Background: an optimization exercise with open tools, aiming at small area, a short achievable clock period and few clock cycles per item. Do not read the settings as production practice.
Only simulation tests tie the RTL to the original design; equivalence was not proved.
Power and IR drop assume default switching activity.

## flow/design.v (module list and top-level ports; edited modules follow where they fit)
// module mjl_queue: 19 lines
// module mjl_front: 47 lines
// module mjl_lt16: 27 lines
// module mjl_loop_tree: 886 lines
// module mjl_noise_tree: 803 lines
// module markov_jump_langevin_angle_step_top: 239 lines
module markov_jump_langevin_angle_step_top (
    input  logic        i_clk,
    input  logic        i_rst_n,
    input  logic        i_in_valid,
    output logic        o_in_ready,
    input  logic        i_mode,
    input  logic [31:0] i_start_angle,
    input  logic [1:0]  i_start_state,
    input  logic [15:0] i_uniform_event,
    input  logic [15:0] i_uniform_choice,
    input  logic [15:0] i_gaussian_sample,
    output logic        o_out_valid,
    input  logic        i_out_ready,
    output logic [31:0] o_angle,
    output logic [1:0]  o_state,
    output logic [31:0] o_target_angle,
    output logic [15:0] o_rotations,
    input  logic        i_cfg_we,
    input  logic [2:0]  i_cfg_idx,
    input  logic [63:0] i_cfg_data
);
  // ...
==> flow/flow/run.sh <==
#!/bin/bash
# Standard synthesis; then flow/pol.py removes inverters around the full
# adders of the synthesized netlist (same function, same registers); then the
# standard layout, with repair_timing aiming at a setup slack margin of
# SETUP_MARGIN ns instead of 0.
set -euo pipefail
R=$PWD/orfs/results/sky130hd/markov_jump_langevin_angle_step_top/base
bash standard.sh $R/1_2_yosys.v > synth.log 2>&1
cp $R/1_2_yosys.v yosys_before_pol.v
python3 flow/pol.py yosys_before_pol.v $R/1_2_yosys.v > pol.log 2>&1
touch $R/1_2_yosys.v
bash standard.sh SETUP_SLACK_MARGIN=${SETUP_MARGIN:-8.2} finish > standard.log 2>&1
==> flow/flow/pol.py <==
#!/usr/bin/env python3
"""Inverter clean-up around full adders in a mapped sky130 netlist.

A full adder is self-dual: FA(~a, ~b, ~c) = (~sum, ~cout). Synthesis leaves
many inverters between full adders; this picks, for each full adder, whether
it computes on inverted signals, so that as few signals as possible need an
inverter, then rebuilds the inverters: at most one per signal, shared by all
pins that need that signal inverted. The function of every port and register
input is unchanged.

usage: pol.py IN.v OUT.v
"""
import random
import re
import sys

OUTPINS = {"X", "Y", "Q", "Q_N", "SUM", "COUT", "HI", "LO"}


def parse(path):
    lines = open(path).read().split("\n")
    head, cells, tail = [], [], []
    i = 0
    cell_start = re.compile(r"^\s+(sky130_fd_sc_hd__\w+)\s+(\S+)\s*\($")
    pin_re = re.compile(r"^\s*\.(\w+)\((.*)\),?$")
    state = 0
    while i < len(lines):
        ln = lines[i]
        m = cell_start.match(ln)
        if m:
            state = 1
            typ, name = m.group(1), m.group(2)
            pins = []
            i += 1
            while not lines[i].strip().startswith(");"):
                pm = pin_re.match(lines[i])
                assert pm, lines[i]
                pins.append([pm.group(1), pm.group(2).strip()])
                i += 1
            cells.append([typ, name, pins])
            i += 1
            continue
        if state == 0:
            head.append(ln)
        else:
            tail.append(ln)
        i += 1
    return head, cells, tail


def main():
    src, dst = sys.argv[1], sys.argv[2]
    head, cells, tail = parse(src)
    assert all(not t.strip().startswith("assign") for t in tail + head), "assign found"
    ports = set()
    for ln in head:
        m = re.match(r"^\s*(input|output)\s+(\[[^\]]*\]\s*)?(\S+);", ln)
        if m:
            ports.add(m.group(3))

    def is_port(net):
        n = net.lstrip("\\").split("[")[0].strip()
        return n in ports

    def is_net(net):
        return not re.match(r"^\d+'", net) and not net.startswith("{")

    driver = {}
    for ci, (typ, name, pins) in enumerate(cells):
        for p, n in pins:
            if p in OUTPINS:
                driver[n] = (ci, p)
    inv_cells = set()
    for ci, (typ, name, pins) in enumerate(cells):
        if typ.startswith("sky130_fd_sc_hd__inv_"):
            pm = dict(pins)
            if is_net(pm["A"]) and not is_port(pm["Y"]):
                inv_cells.add(ci)

    def base(net):
        par = 0
        while net in driver and driver[net][0] in inv_cells:
            ci = driver[net][0]
            net = dict(cells[ci][2])["A"]
            par ^= 1
        return net, par

    fa = [ci for ci, c in enumerate(cells) if c[0].startswith("sky130_fd_sc_hd__fa_")]
    fa_set = set(fa)
    x = {}
    for ci in fa:
        pm = dict(cells[ci][2])
        if all(is_net(pm[p]) for p in ("A", "B", "CIN")):
            x[ci] = 0
    # sinks: (cell, pin index, base net, parity)
    sinks = []
    for ci, (typ, name, pins) in enumerate(cells):
        if ci in inv_cells:
            continue
        for pi, (p, n) in enumerate(pins):
            if p in OUTPINS or not is_net(n):
                continue
            b, q = base(n)
            sinks.append((ci, pi, b, q))
    by_base = {}
    for s in sinks:
        by_base.setdefault(s[2], []).append(s)
    base_fa = {}   # base net -> FA cell driving it (its polarity follows x)
    for b in by_base:
        if b in driver and driver[b][0] in x:
            base_fa[b] = driver[b][0]
    fa_bases = {ci: [] for ci in x}
    for ci in x:
        for p, n in cells[ci][2]:
            if p in ("SUM", "COUT") and n in by_base:
                fa_bases[ci].append(n)
    fa_in_bases = {ci: set() for ci in x}
    for s in sinks:
        if s[0] in x:
            fa_in_bases[s[0]].add(s[2])

    def pi_of(b):
        return x[base_fa[b]] if b in base_fa else 0

    def need(b):
        pb = pi_of(b)
        for ci, _, _, q in by_base[b]:
            r = q ^ (x[ci] if ci in x else 0)
            if r ^ pb:
                return 1
        return 0

    def touched(ci):
        return set(fa_bases[ci]) | fa_in_bases[ci]

    cost0 = sum(need(b) for b in by_base)
    best = dict(x)
    best_cost = cost0
    rng = random.Random(1)
    order = list(x)
    for rnd in range(6):
        improved = True
        while improved:
            improved = False
            rng.shuffle(order)
            for ci in order:
                t = touched(ci)
                before = sum(need(b) for b in t)
                x[ci] ^= 1
                after = sum(need(b) for b in t)
                if after < before or (after == before and rng.random() < 0.1):
                    if after < before:
                        improved = True
                else:
                    x[ci] ^= 1
        cost = sum(need(b) for b in by_base)
        if cost < best_cost:
            best_cost, best = cost, dict(x)
        # perturb
        x = dict(best)
        for ci in rng.sample(order, len(order) // 20):
            x[ci] ^= 1
    x = best
    # rebuild
    comp = {}
    new_cells = []
    new_wires = []
    k = 0
    for b in by_base:
        if need(b):
            cn = f"_pol{k}_"
            k += 1
            comp[b] = cn
            new_wires.append(f"  wire {cn};")
            new_cells.append(["sky130_fd_sc_hd__inv_1", f"_polinv{k}_", [["A", b], ["Y", cn]]])
    for ci, pi, b, q in sinks:
        r = q ^ (x[ci] if ci in x else 0)
        phys = r ^ pi_of(b)
        cells[ci][2][pi][1] = comp[b] if phys else b
    out_cells = [c for ci, c in enumerate(cells) if ci not in inv_cells] + new_cells
    with open(dst, "w") as f:
        f.write("\n".join(head + new_wires) + "\n")
        for typ, name, pins in out_cells:
            f.write(f"  {typ} {name} (\n")
            f.write(",\n".join(f"    .{p}({n} )" if n.startswith("\\") else f"    .{p}({n})"
                                for p, n in pins))
            f.write("\n  );\n")
        f.write("\n".join(tail))
    print(f"pol: {len(inv_cells)} inverters before, {k} after; "
          f"{sum(x.values())} of {len(x)} full adders inverted; cost {cost0} -> {best_cost}")


if __name__ == "__main__":
    main()
==> flow/standard.sh <==
#!/bin/bash
# synth_recipe.tcl (not shown) runs the flow's synth.tcl, then flattens the netlist and writes it again
# the make line also repeats each setting of config.mk as NAME=value (left out here)
make -C /OpenROAD-flow-scripts/flow DESIGN_CONFIG=/design/flow/config.mk WORK_HOME=/design/flow/orfs CLKGATE_MAP_FILE= SYNTH_SCRIPT=/design/flow/synth_recipe.tcl "${@:-finish}"
==> flow/config.mk <==
export PLATFORM = sky130hd
export DESIGN_NAME = markov_jump_langevin_angle_step_top
export DESIGN_NICKNAME = markov_jump_langevin_angle_step_top
export VERILOG_FILES = /design/flow/design.v
export SDC_FILE = /design/flow/constraint.sdc
export NUM_CORES = 4
export LEC_CHECK = 0
export CAP_MARGIN = 20
export CORE_MARGIN = 2
export CORE_UTILIZATION = 40
export SLEW_MARGIN = 20
==> flow/constraint.sdc <==
create_clock -name core_clock -period 14.0 [get_ports {i_clk}]
set_input_delay 2.8000 -clock core_clock [delete_from_list [all_inputs] [get_ports {i_clk}]]
set_output_delay 2.8000 -clock core_clock [all_outputs]
set_load 0.01 [all_outputs]
==> results by group, run 1 <==
Run status
  • Outcome: complete, no violations

Cells and area
  • Commonest non-fill, non-tap cell in the layout: nand2_1
  • Fillers: 14600
  • Top cell category: multi-input combinational cells
  • Seq cells: 684
  • Non-clock inverter count: 423
  • Area occupied by multi-input gates: 46600 µm²

Placed design
  • DP HPWL: 166000 µm
  • RePlAce Congestion: 0.969
  • Dpl cell area: 68600 µm²

Critical path
  • RR Endpoint: r_e[29]$_SDFFE_PN0P_
  • Critical R2R Launch: r1_rest[0]$_DFFE_PP_
  • Peak fanout along the critical path: 8
  • Critical path depth in cells: 29
  • Crit-path leading delay family: compound AO/OA/AOI/OAI gates
  • Setup crit start kind: flop

Clock network
  • Cts bufs inserted: 82
  • CTS tree: built
  • CTS-repair resized insts: 541

Global route
  • Initial antenna violation count: 5

Route
  • DRT met1 WL: 93900 µm
  • Top routing layer used: met5
  • WL met3: 20300 µm
  • DRT iter0 DRCs: 5744
  • Post-DR wirelength/cell: 25.3 µm

Synthesis
  • Cells after synthesis: 7099
  • Synthesized cell area: 63800 µm²

Timing
  • Worst slew margin: 0.187
  • Final hold vios: 0
  • WHS: 418 ps

Power
  • P_leak: 29.3 nW
  • Total Power: 20.5 mW
  • Pwr top: combinational logic

Floorplanning
  • Die height: 403 µm
  • Core area: 158000 µm²
  • Starting Density: 0.403

Min path
  • Hold Path Class: reg -> reg

Run
  • Max-cap violation count: 0
Testbench counts, summed over its fixed seeds: cycles 16,032, items 16,000.
==> run 2: changes to the inputs <==
--- a/flow/flow/run.sh
+++ b/flow/flow/run.sh
@@ -10,3 +10,3 @@
 python3 flow/pol.py yosys_before_pol.v $R/1_2_yosys.v > pol.log 2>&1
 touch $R/1_2_yosys.v
-bash standard.sh SETUP_SLACK_MARGIN=${SETUP_MARGIN:-8.2} finish > standard.log 2>&1
+bash standard.sh SETUP_SLACK_MARGIN=${SETUP_MARGIN:-7.5} finish > standard.log 2>&1
==> results by group, run 2 <==
Run status
  • Outcome: complete, no violations (unchanged)

Timing
  • Setup TNS: 0 ps (unchanged)
  • Clock Skews: 74.5 ps (was 65.6 ps)
  • Max Slew Vio Count: 0 (unchanged)
  • Final setup margin: 7170 ps (was 7250 ps)
  • Crit share post-route: 0.488 (was 0.482)
  • RSZ-0062 raised after global routing: yes (unchanged)
  • Final hold vios: 0 (unchanged)
  • Final min period: 6830 ps (was 6750 ps)
  • Worst slew margin: 0.195 (was 0.187)
  • Worst slew pin tran: 1200 ps (was 1220 ps)
  • Fmax: 146 MHz (was 148 MHz)
  • WHS: 417 ps (was 418 ps)
  • Setup-failing EPs final: 0 (unchanged)

Placed design
  • IO Port Bufs: 238 (unchanged)
  • RePlAce Congestion: 0.968 (was 0.969)
  • Placed cell count: 9013 (was 9010)
  • Pre-CTS setup slack: 5890 ps (was 6330 ps)
  • DP HPWL: 166000 µm (about the same)

Critical path
  • Most common cell on crit path: a21o_1 (unchanged)
  • RR Endpoint: r_e[29]$_SDFFE_PN0P_ (unchanged)
  • Crit-path leading delay family: compound AO/OA/AOI/OAI gates (unchanged)
  • R2r worst-path depth: 29 (unchanged)
  • Setup crit start kind: flop (unchanged)
  • Worst Path Required: 14610 ps (was 14590 ps)
  • Worst Path Arrival: 7440 ps (was 7340 ps)
  • CP max stage delay: 580 ps (was 520 ps)
  • Worst reg-to-reg setup slack: 7170 ps (was 7250 ps)
  • Slowest-stage cell, CP: fa_2 (was fa_1)
  • Critical path depth in cells: 29 (unchanged)
  • Setup CP Type: reg -> reg (unchanged)
  • Worst Path Buf+Inv: 3 (unchanged)
  • Critical R2R Launch: r1_rest[0]$_DFFE_PP_ (unchanged)
  • Peak fanout along the critical path: 7 (was 8)
  • Worst setup EP type: flop (unchanged)

Power
  • Clock network power share: 0.124 (was 0.112)
  • Combinational share of power: 0.733 (was 0.765)
  • P_sw: 8.37 mW (was 9.57 mW)
  • P_leak: 28.0 nW (was 29.3 nW)
  • Sequential power share: 0.144 (was 0.123)
  • Peak VDD IR: 0.300 mV (was 0.332 mV)
  • Internal power: 9.13 mW (was 10.9 mW)
  • PwrDens: 236 nW/µm² (was 263 nW/µm²)
  • Switching Share: 0.478 (was 0.467)
  • Total Power: 17.5 mW (was 20.5 mW)

Synthesis
  • Synthesized cell area: 63800 µm² (unchanged)
  • YS warnings: 4 (unchanged)
  • Cells after synthesis: 7099 (unchanged)
  • Synth Area per Inst: 8.99 µm² (unchanged)
  • Mapped Nets: 8094 (unchanged)

Floorplanning
  • I/O pin cnt: 239 (unchanged)
  • Die height: 403 µm (unchanged)
  • Core area: 158000 µm² (unchanged)
  • Starting Density: 0.403 (unchanged)
  • Die width: 403 µm (unchanged)
  • FP Rows: 146 (unchanged)
  • Die area: 163000 µm² (unchanged)

Global route
  • Largest net degree at the start of global routing: 207 (was 203)
  • GRT overflow: 0 (unchanged)
  • GRT Util Overall: 0.281 (was 0.285)
  • Vias in the first global route: 54200 (was 54700)
  • First-pass GRT wire length: 347000 µm (was 352000 µm)
  • Initial antenna violation count: 7 (was 5)

Clock network
  • CTS Hold Buffers Added: 0 (unchanged)
  • Clock sinks: 684 (unchanged)
  • Cts bufs inserted: 81 (was 82)
  • H-tree Lvls: 3 (unchanged)
  • CTS root buffer: clkbuf_16 (unchanged)
  • Worst-path clk slew: 60 ps (about the same)
  • CTS tree: built (unchanged)
  • Worst skew pair latency: 740 ps (was 730 ps)
  • Bufs on Longest Clock Path: 3 (unchanged)

Cells and area
  • Most frequent cells in the layout: 881 x nand2_1, 562 x a21oi_1, 558 x a22oi_1 (was 868 x nand2_1, 537 x a21oi_1, 512 x a22oi_1)
  • Fillers: 15000 (was 14600)
  • FF+latch area: 16500 µm² (was 16600 µm²)
  • Area occupied by multi-input gates: 45000 µm² (was 46600 µm²)
  • Commonest non-fill, non-tap cell in the layout: nand2_1 (unchanged)
  • Area Overhead vs Synth: 16.3% (was 22.1%)
  • Layout Cells excl Fill: 9342 (was 9498)
  • Fraction of layout cells with a size suffix above 1: 0.110 (was 0.168)
  • Nets: 8192 (was 8349)

Min path
  • Worst min-delay path startpoint: r2_r[12]$_DFFE_PP_ (was r2_r[4]$_DFFE_PP_)
  • Hold depth: 0 (unchanged)
  • Worst hold endpoint: o_rotations[12]$_DFFE_PP_ (was o_rotations[4]$_DFFE_PP_)
  • Hold Path Class: reg -> reg (unchanged)

Route
  • DRT antenna net count: 0 (unchanged)
  • First drt pass iteration count: 9 (was 6)
  • Via count: 55200 (was 56400)
  • DR vias/cell: 5.90 (was 5.94)
  • DRC viols: 0 (unchanged)
  • DRT Wirelength: 235000 µm (was 240000 µm)
  • DRT iter0 DRCs: 5604 (was 5744)
  • Post-DR wirelength/cell: 25.1 µm (was 25.3 µm)

Run
  • Max-cap violation count: 0 (unchanged)
## run 2: cell types whose count changed in the layout (fill, tap and decap cells not counted), sizes merged
| cell | previous run | this run |
|---|---|---|
| and2 | 65 | 64 |
| o21ai | 213 | 212 |
| inv | 410 | 414 |
| bufinv | 10 | 5 |
| bufbuf | 18 | 8 |
| clkinv | 32 | 33 |
| dlymetal6s2s | 0 | 1 |
| clkdlybuf4s50 | 234 | 232 |
| buf | 450 | 314 |
| clkinvlp | 15 | 7 |
| diode | 4 | 5 |
## run 2: worst reg2reg max path, delay by kind of cell, from the launching register on
kind,cells,cell delay (ps)
compound gates,19,3910
flops,1,380
simple gates,3,640
buf+inv,3,430
fa+ha+maj,4,1360
## run 2: layout make-up
cell class              instances  area share
clock buffers                 115      0.0307
clock inverters                36     0.00580
diodes                          5    0.000169
inverters                     423      0.0222
repair buffers                556      0.0763
flip-flops and latches        684       0.223
multi-input cells            5451       0.607
well taps                    2072      0.0349
## run 2: how the worst max path moves through the flow
stage,end,start
2_1_floorplan,r2_x[47]$_DFFE_PP_,r1_mode$_DFFE_PP_
3_3_place_gp,r2_x[47]$_DFFE_PP_,r1_rest[0]$_DFFE_PP_
3_5_place_dp,r2_x[47]$_DFFE_PP_,r1_rest[0]$_DFFE_PP_
4_1_cts,r2_x[47]$_DFFE_PP_,r1_mode$_DFFE_PP_
5_1_grt,r_e[29]$_SDFFE_PN0P_,r1_rest[0]$_DFFE_PP_
6_report,r_e[29]$_SDFFE_PN0P_,r1_rest[0]$_DFFE_PP_
## run 2: metal layers
layer,track usage,share of wire,vias to the layer above,wire length [µm]
met3,0.0465,0.077,558,18100
met2,0.463,0.47,2547,110000
met5,0,0.00062,-,145
met1,0.360,0.40,27000,93900
met4,0.127,0.053,6,12500
li1,-,-,25000,-
## run 2: what timing repair did
action	in CTS	in global routing
gates cloned	13	1
setup endpoints to repair	81	74
pin swaps	87	115
gates resized for setup	279	208
buffers inserted	99	60
## run 2: power groups by stage
stage	Clock, mW	Combinational, mW	Sequential (mW)
6_report	2.17	12.8	2.51
3_3_place_gp	0	10.7	2.54
3_5_place_dp	0	10.7	2.54
4_1_cts	2.21	11.6	2.51
5_1_grt	2.28	13.8	2.52
2_1_floorplan	0	7.62	2.48
## run 2: per-stage QoR
step           utilization  area, µm²
4_1_cts              0.460      72800
3_5_place_dp         0.429      67900
3_3_place_gp         0.429      67900
6_report             0.469      74200
5_1_grt              0.468      74200
2_1_floorplan            -      63900

==> static timing again, ports no longer ideal <==
Ports are ideal in the flow. The routed layouts listed here were re-timed in OpenROAD.
Step 1 sets driving cells, clkbuf_16 on the clock port and buf_2 on the other inputs (assumed; they add their load-dependent delay and slew).
Step 2 also shifts input and output timing later by t, the mid clock arrival at the registers, as if the neighbouring blocks saw the same clock.
Slacks: ideal / step 1 / step 2; pairs: ideal / step 1.
| run | t (ns) | slack for setup (ns) | latest minus earliest clock arrival (ns) |
|---|---|---|---|
| run 1 | 0.776 | 7.249 / 7.249 / 7.249 | 0.071 / 0.071 |
| run 2 | 0.790 | 7.169 / 7.169 / 7.169 | 0.076 / 0.076 |
After both steps setup and hold are still met in every run listed.
